This is an optimization exercise on Yosys and OpenROAD, whose aim is small area and few clock cycles, not a production implementation.
Only simulation tests tie the RTL to the original design; equivalence was not proved.
Power and IR drop assume default switching activity.

==> flow/design.v <==
module lpcm_sample_unpacker (
   input  logic       clock,
   input  logic       reset,
   input  logic       req_valid,
   output logic       req_stall,
   input  logic [7:0] req_data_byte,
   input  logic       req_end_of_frame,
   output logic       rsp_valid,
   input  logic       rsp_stall,
   output logic [7:0] rsp_out_byte,
   output logic       rsp_group_last,
   output logic       rsp_config_error,
   input  logic       csr_wr_en,
   input  logic [1:0] csr_index,
   input  logic [3:0] csr_wr_data
);
   localparam logic [1:0] FMT_16 = 2'd0;
   localparam logic [1:0] FMT_20 = 2'd1;
   localparam logic [1:0] FMT_24 = 2'd2;
   localparam logic [1:0] FMT_32 = 2'd3;
   function automatic logic [2:0] br_src_chan(input logic [3:0] c, input logic [2:0] s);
      logic [2:0] k;
      k = s;
      if (c == 4'd6) begin
         if (s == 3'd3) k = 3'd5;
         if (s == 3'd4) k = 3'd3;
         if (s == 3'd5) k = 3'd4;
      end else if (c == 4'd7) begin
         if (s == 3'd3) k = 3'd6;
         if (s == 3'd4) k = 3'd3;
         if (s == 3'd6) k = 3'd4;
      end else if (c == 4'd8) begin
         if (s == 3'd3) k = 3'd7;
         if (s == 3'd4) k = 3'd3;
         if (s == 3'd5) k = 3'd6;
         if (s == 3'd6) k = 3'd4;
         if (s == 3'd7) k = 3'd5;
      end
      br_src_chan = k;
   endfunction
   function automatic logic less(input logic [6:0] a, input logic [6:0] b);
      logic r;
      r = 1'b0;
      for (int i = 0; i < 7; i++) r = a[i] ? (b[i] && r) : (b[i] || r);
      less = r;
   endfunction
   logic [1:0] fmt_ff;
   logic       br_ff;
   logic [3:0] cc_ff;
   logic [7:0] ring [0:63];
   logic [5:0] fill_ff;   
   logic [5:0] fa_ff;     
   logic [5:0] ha_ff;     
   logic [1:0] cnt_ff;    
   logic [3:0] j_ff;
   logic [2:0] p_ff;
   always_ff @(posedge clock) begin
      if (reset) begin
         fmt_ff <= FMT_16;
         br_ff  <= 1'b0;
         cc_ff  <= 4'd2;
      end else if (csr_wr_en) begin
         if (csr_index == 2'd0) fmt_ff <= csr_wr_data[1:0];
         if (csr_index == 2'd1) br_ff  <= csr_wr_data[0];
         if (csr_index == 2'd2) cc_ff  <= csr_wr_data;
      end
   end
   logic       bad;
   logic       dvd20, dvd32;
   logic [6:0] c1, c2, c4;
   logic [6:0] ga, gb;
   logic [6:0] gsize;
   always_comb begin
      dvd20 = !br_ff && (fmt_ff == FMT_20);
      dvd32 = !br_ff && (fmt_ff == FMT_32);
      c1 = 7'(cc_ff);
      c2 = c1 << 1;
      c4 = c1 << 2;
      ga = (fmt_ff == FMT_16) ? c2 : (dvd32 ? c4 : (br_ff && fmt_ff == FMT_24) ? c2 : c4);
      if (br_ff)
         gb = (fmt_ff == FMT_24) ? c1 : 7'd0;
      else
         unique case (fmt_ff)
            FMT_16:  gb = 7'd0;
            FMT_20:  gb = c1;
            FMT_24:  gb = c2;
            default: gb = c4;
         endcase
      gsize = ga + gb;
      bad = (cc_ff == 4'd0) || (cc_ff > 4'd8) || ((fmt_ff == FMT_20) && (br_ff || cc_ff[0]));
      if (bad) gsize = 7'd1;
   end
   logic [5:0] eff_fill;
   logic       ha_new;    
   logic [6:0] fill_inc;
   logic       head_busy;
   logic       start;
   logic       done;
   logic       accept;
   logic       push;
   logic       pop;
   logic       head_load;
   always_comb begin
      eff_fill = less({1'b0, fill_ff}, gsize) ? fill_ff : 6'd0;
      start    = (eff_fill == 6'd0);
      fill_inc = 7'(eff_fill) + 7'd1;
      done     = (fill_inc == gsize);
      if (br_ff)      ha_new = 1'b1;
      else if (dvd20) ha_new = !less({3'b000, ha_ff[5:2]}, {3'b000, j_ff});
      else            ha_new = !less({2'b00, ha_ff[5:1]}, {3'b000, j_ff});
      head_busy = (cnt_ff != 2'd0) && !bad && less({1'b0, ha_ff}, gsize) && ha_new;
      if (bad)        req_stall = (cnt_ff == 2'd2);
      else if (start) req_stall = (cnt_ff == 2'd2) || head_busy;
      else            req_stall = (fa_ff != eff_fill) || head_busy;
      accept = req_valid && !req_stall;
      push   = accept && done;
   end
   always_ff @(posedge clock) begin
      if (reset) begin
         fill_ff <= '0;
      end else if (accept) begin
         if (done || req_end_of_frame) fill_ff <= '0;
         else                          fill_ff <= fill_inc[5:0];
      end
   end
   always_ff @(posedge clock) begin
      fa_ff <= ((accept && start) ? 6'd0 : fa_ff) + 6'd1;
   end
   always_ff @(posedge clock) begin
      for (int i = 63; i > 0; i--) ring[i] <= ring[i-1];
      ring[0] <= accept ? req_data_byte : ring[63];
   end
   function automatic logic [5:0] step_offset(input logic [1:0] fmt, input logic br,
                                              input logic [3:0] c, input logic [3:0] j,
                                              input logic [2:0] p);
      logic       d32;
      logic [2:0] k;
      logic [4:0] tsum;
      logic [5:0] tail, main;
      logic       use_tail;
      d32  = !br && (fmt == FMT_32);
      k    = br_src_chan(c, j[2:0]);
      tsum = {c, 1'b0} + (d32 ? {1'b0, j} : {2'b00, j[3:1]});
      tail = {tsum, d32 ? ~p[0] : j[0]};
      use_tail = 1'b0;
      if (br) begin
         unique case (fmt)
            FMT_16:  main = {2'b00, k, ~p[0]};
            FMT_24:  main = {2'b00, k, 1'b0} + {3'b000, k} + 6'(2'd2 - p[1:0]);
            default: main = {1'b0, k, ~p[1:0]};
         endcase
      end else begin
         unique case (fmt)
            FMT_16: main = {1'b0, j, ~p[0]};
            FMT_20: begin
               use_tail = (p == 3'd0) || (p == 3'd3);
               main     = {j, p[2], (p == 3'd1) || (p == 3'd4)};
            end
            FMT_24: begin
               use_tail = (p == 3'd0);
               main     = {1'b0, j, p == 3'd1};
            end
            default: begin
               use_tail = !p[1];
               main     = {1'b0, j, p == 3'd2};
            end
         endcase
      end
      step_offset = use_tail ? tail : main;
   endfunction
   logic [2:0] sw;        
   logic [3:0] j_last;    
   logic [3:0] j_in;
   logic [2:0] p_in;
   logic [5:0] ha_in;
   logic [5:0] ra_ff;     
   logic       last;
   logic       take;
   logic [7:0] rbyte;
   always_comb begin
      if (br_ff) begin
         j_last = cc_ff - 4'd1;
         unique case (fmt_ff)
            FMT_16:  sw = 3'd2;
            FMT_24:  sw = 3'd3;
            default: sw = 3'd4;
         endcase
      end else begin
         unique case (fmt_ff)
            FMT_16:  begin sw = 3'd2; j_last = cc_ff - 4'd1; end
            FMT_20:  begin sw = 3'd6; j_last = cc_ff - 4'd1; end
            FMT_24:  begin sw = 3'd3; j_last = {cc_ff[2:0], 1'b0} - 4'd1; end
            default: begin sw = 3'd4; j_last = {cc_ff[2:0], 1'b0} - 4'd1; end
         endcase
      end
      last = (j_ff == j_last) && (p_ff == sw - 3'd1);
      rbyte = ring[ra_ff];
      rsp_valid        = (cnt_ff != 2'd0);
      rsp_config_error = bad;
      rsp_group_last   = last && !bad;
      if (bad)
         rsp_out_byte = 8'h00;
      else if (dvd20 && p_ff == 3'd0)
         rsp_out_byte = rbyte & 8'hf0;
      else if (dvd20 && p_ff == 3'd3)
         rsp_out_byte = {rbyte[3:0], 4'h0};
      else
         rsp_out_byte = rbyte;
      take = rsp_valid && !rsp_stall;
      pop  = take && (bad || last);
      head_load = (push && (cnt_ff == 2'(pop))) || (pop && cnt_ff == 2'd2);
      j_in = j_ff;
      p_in = p_ff;
      if (take) begin
         if (bad || last) begin
            j_in = '0;
            p_in = '0;
         end else if (p_ff == sw - 3'd1) begin
            j_in = j_ff + 4'd1;
            p_in = '0;
         end else begin
            p_in = p_ff + 3'd1;
         end
      end
      ha_in = (head_load ? fa_ff : ha_ff) + 6'd1;
   end
   always_ff @(posedge clock) begin
      if (reset) begin
         cnt_ff <= '0;
         j_ff   <= '0;
         p_ff   <= '0;
      end else begin
         cnt_ff <= cnt_ff + 2'(push) - 2'(pop);
         j_ff   <= j_in;
         p_ff   <= p_in;
      end
   end
   always_ff @(posedge clock) begin
      ha_ff <= ha_in;
      ra_ff <= ha_in + ~step_offset(fmt_ff, br_ff, cc_ff, j_in, p_in);
   end
endmodule
clock: 9.0 ns
lec_check: 0
cap_margin: 20
core_margin: 2
core_utilization: 40
cts_buf_list: sky130_fd_sc_hd__clkbuf_8
cts_cluster_diameter: 50
cts_cluster_size: 16
slew_margin: 20
run.sh (not shown) runs the stock make flow with config.mk's settings and CLKGATE_MAP_FILE= SYNTH_SCRIPT=/design/flow/synth_recipe.tcl, a recipe that flattens the netlist after the stock synthesis.
Testbench counts at the start, summed over its fixed seeds: cycles 45,567.
Edit:
--- a/flow/design.v
+++ b/flow/design.v
@@ -101,4 +101,6 @@
    logic       pop;
    logic       head_load;
+   logic [5:0] fa_in;
+   logic [1:0] cnt_in;
    always_comb begin
       eff_fill = less({1'b0, fill_ff}, gsize) ? fill_ff : 6'd0;
@@ -115,4 +117,5 @@
       accept = req_valid && !req_stall;
       push   = accept && done;
+      fa_in  = ((accept && start) ? 6'd0 : fa_ff) + 6'd1;
    end
    always_ff @(posedge clock) begin
@@ -125,5 +128,5 @@
    end
    always_ff @(posedge clock) begin
-      fa_ff <= ((accept && start) ? 6'd0 : fa_ff) + 6'd1;
+      fa_ff <= fa_in;
    end
    always_ff @(posedge clock) begin
@@ -196,5 +199,5 @@
       last = (j_ff == j_last) && (p_ff == sw - 3'd1);
       rbyte = ring[ra_ff];
-      rsp_valid        = (cnt_ff != 2'd0);
+      rsp_valid        = (cnt_ff != 2'd0) || (push && cc_ff != 4'd1);
       rsp_config_error = bad;
       rsp_group_last   = last && !bad;
@@ -223,5 +226,6 @@
          end
       end
-      ha_in = (head_load ? fa_ff : ha_ff) + 6'd1;
+      cnt_in = cnt_ff + 2'(push) - 2'(pop);
+      ha_in  = (head_load || cnt_in == 2'd0) ? fa_in : ha_ff + 6'd1;
    end
    always_ff @(posedge clock) begin
@@ -231,5 +235,5 @@
          p_ff   <= '0;
       end else begin
-         cnt_ff <= cnt_ff + 2'(push) - 2'(pop);
+         cnt_ff <= cnt_in;
          j_ff   <= j_in;
          p_ff   <= p_in;
The new run produced a clean layout.
Utilization goes up by 0.94 points.
Count of clock-buffer cells in the layout rises by 1.
Global-route usage is about the same.
Power went down by about 0.9%.
Cell area is higher by about 4%.
Cell count increases by 4.1%.
Sequential power stays flat.
Register-to-register slack gets worse by 0.85 ns.
Synthesized area came out higher by 1.3%.
Sequential cell count is unchanged.
Via count climbs by 5.1%.
Non-clock buffer count rises by 48.
Testbench counts after the change, summed over its fixed seeds: cycles 45,280.

========
Starts from the design.v that is shown in full above.
clock: 9.0 ns
lec_check: 0
cap_margin: 20
core_margin: 2
core_utilization: 60
cts_buf_list: sky130_fd_sc_hd__clkbuf_8
cts_cluster_diameter: 50
cts_cluster_size: 16
gpl_timing_driven: 0
slew_margin: 20
standard.sh (not shown) runs the stock make flow with config.mk's settings and CLKGATE_MAP_FILE= SYNTH_SCRIPT=/design/flow/synth_recipe.tcl, a recipe that flattens the netlist after the stock synthesis.
==> flow/flow/run.sh <==
#!/bin/bash
# Own flow: the standard layout (standard.sh, unchanged synthesis) with two changes:
# the port buffers are the smallest buffer, and clock tree synthesis adds no dummy loads.
set -o pipefail
export BUFFER_PORTS_ARGS="-buffer_cell sky130_fd_sc_hd__buf_1"
export CTS_ARGS="-sink_clustering_enable -repair_clock_nets -buf_list sky130_fd_sc_hd__clkbuf_4 -sink_clustering_size 10 -sink_clustering_max_diameter 40 -dont_use_dummy_load"
bash standard.sh > standard.log 2>&1
Testbench counts at the start, summed over its fixed seeds: cycles 45,567.
Rerun with:
--- a/flow/design.v
+++ b/flow/design.v
@@ -99,8 +99,10 @@
    logic       accept;
    logic       push;
    logic       pop;
    logic       head_load;
+   logic [5:0] fa_in;
+   logic [1:0] cnt_in;
    always_comb begin
       eff_fill = less({1'b0, fill_ff}, gsize) ? fill_ff : 6'd0;
       start    = (eff_fill == 6'd0);
       fill_inc = 7'(eff_fill) + 7'd1;
@@ -113,8 +115,9 @@
       else if (start) req_stall = (cnt_ff == 2'd2) || head_busy;
       else            req_stall = (fa_ff != eff_fill) || head_busy;
       accept = req_valid && !req_stall;
       push   = accept && done;
+      fa_in  = ((accept && start) ? 6'd0 : fa_ff) + 6'd1;
    end
    always_ff @(posedge clock) begin
       if (reset) begin
          fill_ff <= '0;
@@ -123,9 +126,9 @@
          else                          fill_ff <= fill_inc[5:0];
       end
    end
    always_ff @(posedge clock) begin
-      fa_ff <= ((accept && start) ? 6'd0 : fa_ff) + 6'd1;
+      fa_ff <= fa_in;
    end
    always_ff @(posedge clock) begin
       for (int i = 63; i > 0; i--) ring[i] <= ring[i-1];
       ring[0] <= accept ? req_data_byte : ring[63];
@@ -194,9 +197,9 @@
          endcase
       end
       last = (j_ff == j_last) && (p_ff == sw - 3'd1);
       rbyte = ring[ra_ff];
-      rsp_valid        = (cnt_ff != 2'd0);
+      rsp_valid        = (cnt_ff != 2'd0) || (push && cc_ff != 4'd1);
       rsp_config_error = bad;
       rsp_group_last   = last && !bad;
       if (bad)
          rsp_out_byte = 8'h00;
@@ -221,17 +224,18 @@
          end else begin
             p_in = p_ff + 3'd1;
          end
       end
-      ha_in = (head_load ? fa_ff : ha_ff) + 6'd1;
+      cnt_in = cnt_ff + 2'(push) - 2'(pop);
+      ha_in  = (head_load || cnt_in == 2'd0) ? fa_in : ha_ff + 6'd1;
    end
    always_ff @(posedge clock) begin
       if (reset) begin
          cnt_ff <= '0;
          j_ff   <= '0;
          p_ff   <= '0;
       end else begin
-         cnt_ff <= cnt_ff + 2'(push) - 2'(pop);
+         cnt_ff <= cnt_in;
          j_ff   <= j_in;
          p_ff   <= p_in;
       end
    end
After rerunning:
- The new run finished but fails on negative setup slack
- synthesized cell count climbs by 2.1%
- design area climbs by 5.6%
- cell count climbs by 4.3%
- flip-flop and latch count does not change
- sequential share of layout area drops by 3.1 points
- power climbs by 0.75%
- worst setup slack degrades by 890 ps
- die area climbs by about 1.3%
- count of clock-buffer cells in the layout drops by 1
- critical path depth climbs by 5
- routed wire length climbs by about 6.6%
Testbench counts after the change, summed over its fixed seeds: cycles 45,280.

========
lpcm_sample_unpacker, a different RTL version from the one above (not shown whole).
Size in the first run: ~1,600 cells after synthesis, roughly 550 flip-flops, roughly 32 I/O pins.
make LEC_CHECK=0 CAP_MARGIN=20 CORE_MARGIN=2 CORE_UTILIZATION=40 SLEW_MARGIN=20 finish   # period 9.0 ns
run.sh (not shown) runs the stock make flow with config.mk's settings and CLKGATE_MAP_FILE= SYNTH_SCRIPT=/design/flow/synth_recipe.tcl, a recipe that flattens the netlist after the stock synthesis.
Stock flow here: none of the scripts above is used.
Testbench counts at the start, summed over its fixed seeds: cycles 45,567.
Edit:
--- a/flow/design.v
+++ b/flow/design.v
@@ -88,40 +88,43 @@
    logic [5:0] prefix;    
    logic       head_busy;
    logic       start;
    logic       done;
    logic       accept;
    logic       push;
    logic       pop;
    logic       head_load;
+   logic [5:0] fa_in;
+   logic [1:0] cnt_in;
    always_comb begin
       eff_fill = ({1'b0, fill_ff} >= gsize) ? 6'd0 : fill_ff;
       start    = (eff_fill == 6'd0);
       done     = (7'(eff_fill) + 7'd1 == gsize);
       if (br_ff)      prefix = 6'd0;
       else if (dvd20) prefix = {j_ff[3:0], 2'b00};
       else            prefix = {1'b0, j_ff, 1'b0};
       head_busy = (cnt_ff != 2'd0) && !bad && ({1'b0, ha_ff} < gsize) && (ha_ff >= prefix);
       if (bad)        req_stall = (cnt_ff == 2'd2);
       else if (start) req_stall = (cnt_ff == 2'd2) || head_busy;
       else            req_stall = (fa_ff != eff_fill) || head_busy;
       accept = req_valid && !req_stall;
       push   = accept && done;
+      fa_in  = ((accept && start) ? 6'd0 : fa_ff) + 6'd1;
    end
    always_ff @(posedge clock) begin
       if (reset) begin
          fill_ff <= '0;
       end else if (accept) begin
          if (done || req_end_of_frame) fill_ff <= '0;
          else                          fill_ff <= eff_fill + 6'd1;
       end
    end
    always_ff @(posedge clock) begin
-      fa_ff <= ((accept && start) ? 6'd0 : fa_ff) + 6'd1;
+      fa_ff <= fa_in;
    end
    always_ff @(posedge clock) begin
       for (int i = 63; i > 0; i--) ring[i] <= ring[i-1];
       ring[0] <= accept ? req_data_byte : ring[63];
    end
    function automatic logic [5:0] step_offset(input logic [1:0] fmt, input logic br,
                                               input logic [3:0] c, input logic [3:0] j,
                                               input logic [2:0] p);
@@ -182,17 +185,17 @@
             FMT_16:  begin sw = 3'd2; j_last = cc_ff - 4'd1; end
             FMT_20:  begin sw = 3'd6; j_last = cc_ff - 4'd1; end
             FMT_24:  begin sw = 3'd3; j_last = {cc_ff[2:0], 1'b0} - 4'd1; end
             default: begin sw = 3'd4; j_last = {cc_ff[2:0], 1'b0} - 4'd1; end
          endcase
       end
       last = (j_ff == j_last) && (p_ff == sw - 3'd1);
       rbyte = ring[ra_ff];
-      rsp_valid        = (cnt_ff != 2'd0);
+      rsp_valid        = (cnt_ff != 2'd0) || (push && cc_ff != 4'd1);
       rsp_config_error = bad;
       rsp_group_last   = last && !bad;
       if (bad)
          rsp_out_byte = 8'h00;
       else if (dvd20 && p_ff == 3'd0)
          rsp_out_byte = rbyte & 8'hf0;
       else if (dvd20 && p_ff == 3'd3)
          rsp_out_byte = {rbyte[3:0], 4'h0};
@@ -209,25 +212,26 @@
             p_in = '0;
          end else if (p_ff == sw - 3'd1) begin
             j_in = j_ff + 4'd1;
             p_in = '0;
          end else begin
             p_in = p_ff + 3'd1;
          end
       end
-      ha_in = (head_load ? fa_ff : ha_ff) + 6'd1;
+      cnt_in = cnt_ff + 2'(push) - 2'(pop);
+      ha_in  = (head_load || cnt_in == 2'd0) ? fa_in : ha_ff + 6'd1;
    end
    always_ff @(posedge clock) begin
       if (reset) begin
          cnt_ff <= '0;
          j_ff   <= '0;
          p_ff   <= '0;
       end else begin
-         cnt_ff <= cnt_ff + 2'(push) - 2'(pop);
+         cnt_ff <= cnt_in;
          j_ff   <= j_in;
          p_ff   <= p_in;
       end
    end
    always_ff @(posedge clock) begin
       ha_ff <= ha_in;
       ra_ff <= ha_in + ~step_offset(fmt_ff, br_ff, cc_ff, j_in, p_in);
    end
What happened:
- first-iteration DRC count went down by 12%
- fmax is lower by 6.2%
- setup slack got worse by 0.54 ns
- design area went up by 1.5%
- final cell count is higher by 2.5%
- via count rose by 1.8%
- routed wire length rises by 0.55%
Testbench counts after the change, summed over its fixed seeds: cycles 45,280.

==> re-timing with driven ports <==
The results above use ideal ports. As a check the final layouts listed here were re-extracted and re-timed, cells and wires unchanged.
Step 1 sets driving cells, clkbuf_16 on the clock port and buf_2 on the other inputs (assumed; they add their load-dependent delay and slew).
Step 2 adds t to the input delays and takes it off the output delays; t is the mean of the earliest and latest rising clock arrival at the registers after step 1. Input paths then give back, and output paths get back, about the clock's delay inside the block.
Three values: ideal, step 1, step 2; two values: the first two.
run	shift t [ns]	setup WS [ns]	worst hold slack (ns)	latest minus earliest clock arrival (ns)	worst slew at a driven data input, ns
the first run of note 1	0.712	1.076 / 1.076 / 1.076	0.300 / 0.300 / 0.300	0.083 / 0.082	0.04
the second run of note 1	0.675	0.230 / 0.230 / 0.230	0.299 / 0.299 / 0.299	0.063 / 0.064	0.08
the first run of note 2	0.736	0.707 / 0.707 / 0.707	0.282 / 0.282 / 0.282	0.136 / 0.136	0.06
the second run of note 2	0.762	-0.186 / -0.186 / -0.186	0.278 / 0.278 / 0.278	0.121 / 0.120	0.08
the first run of note 3	0.651	0.815 / 0.815 / 0.815	0.310 / 0.310 / 0.310	0.050 / 0.050	0.04
the second run of note 3	0.655	0.277 / 0.277 / 0.277	0.328 / 0.328 / 0.328	0.037 / 0.037	0.06
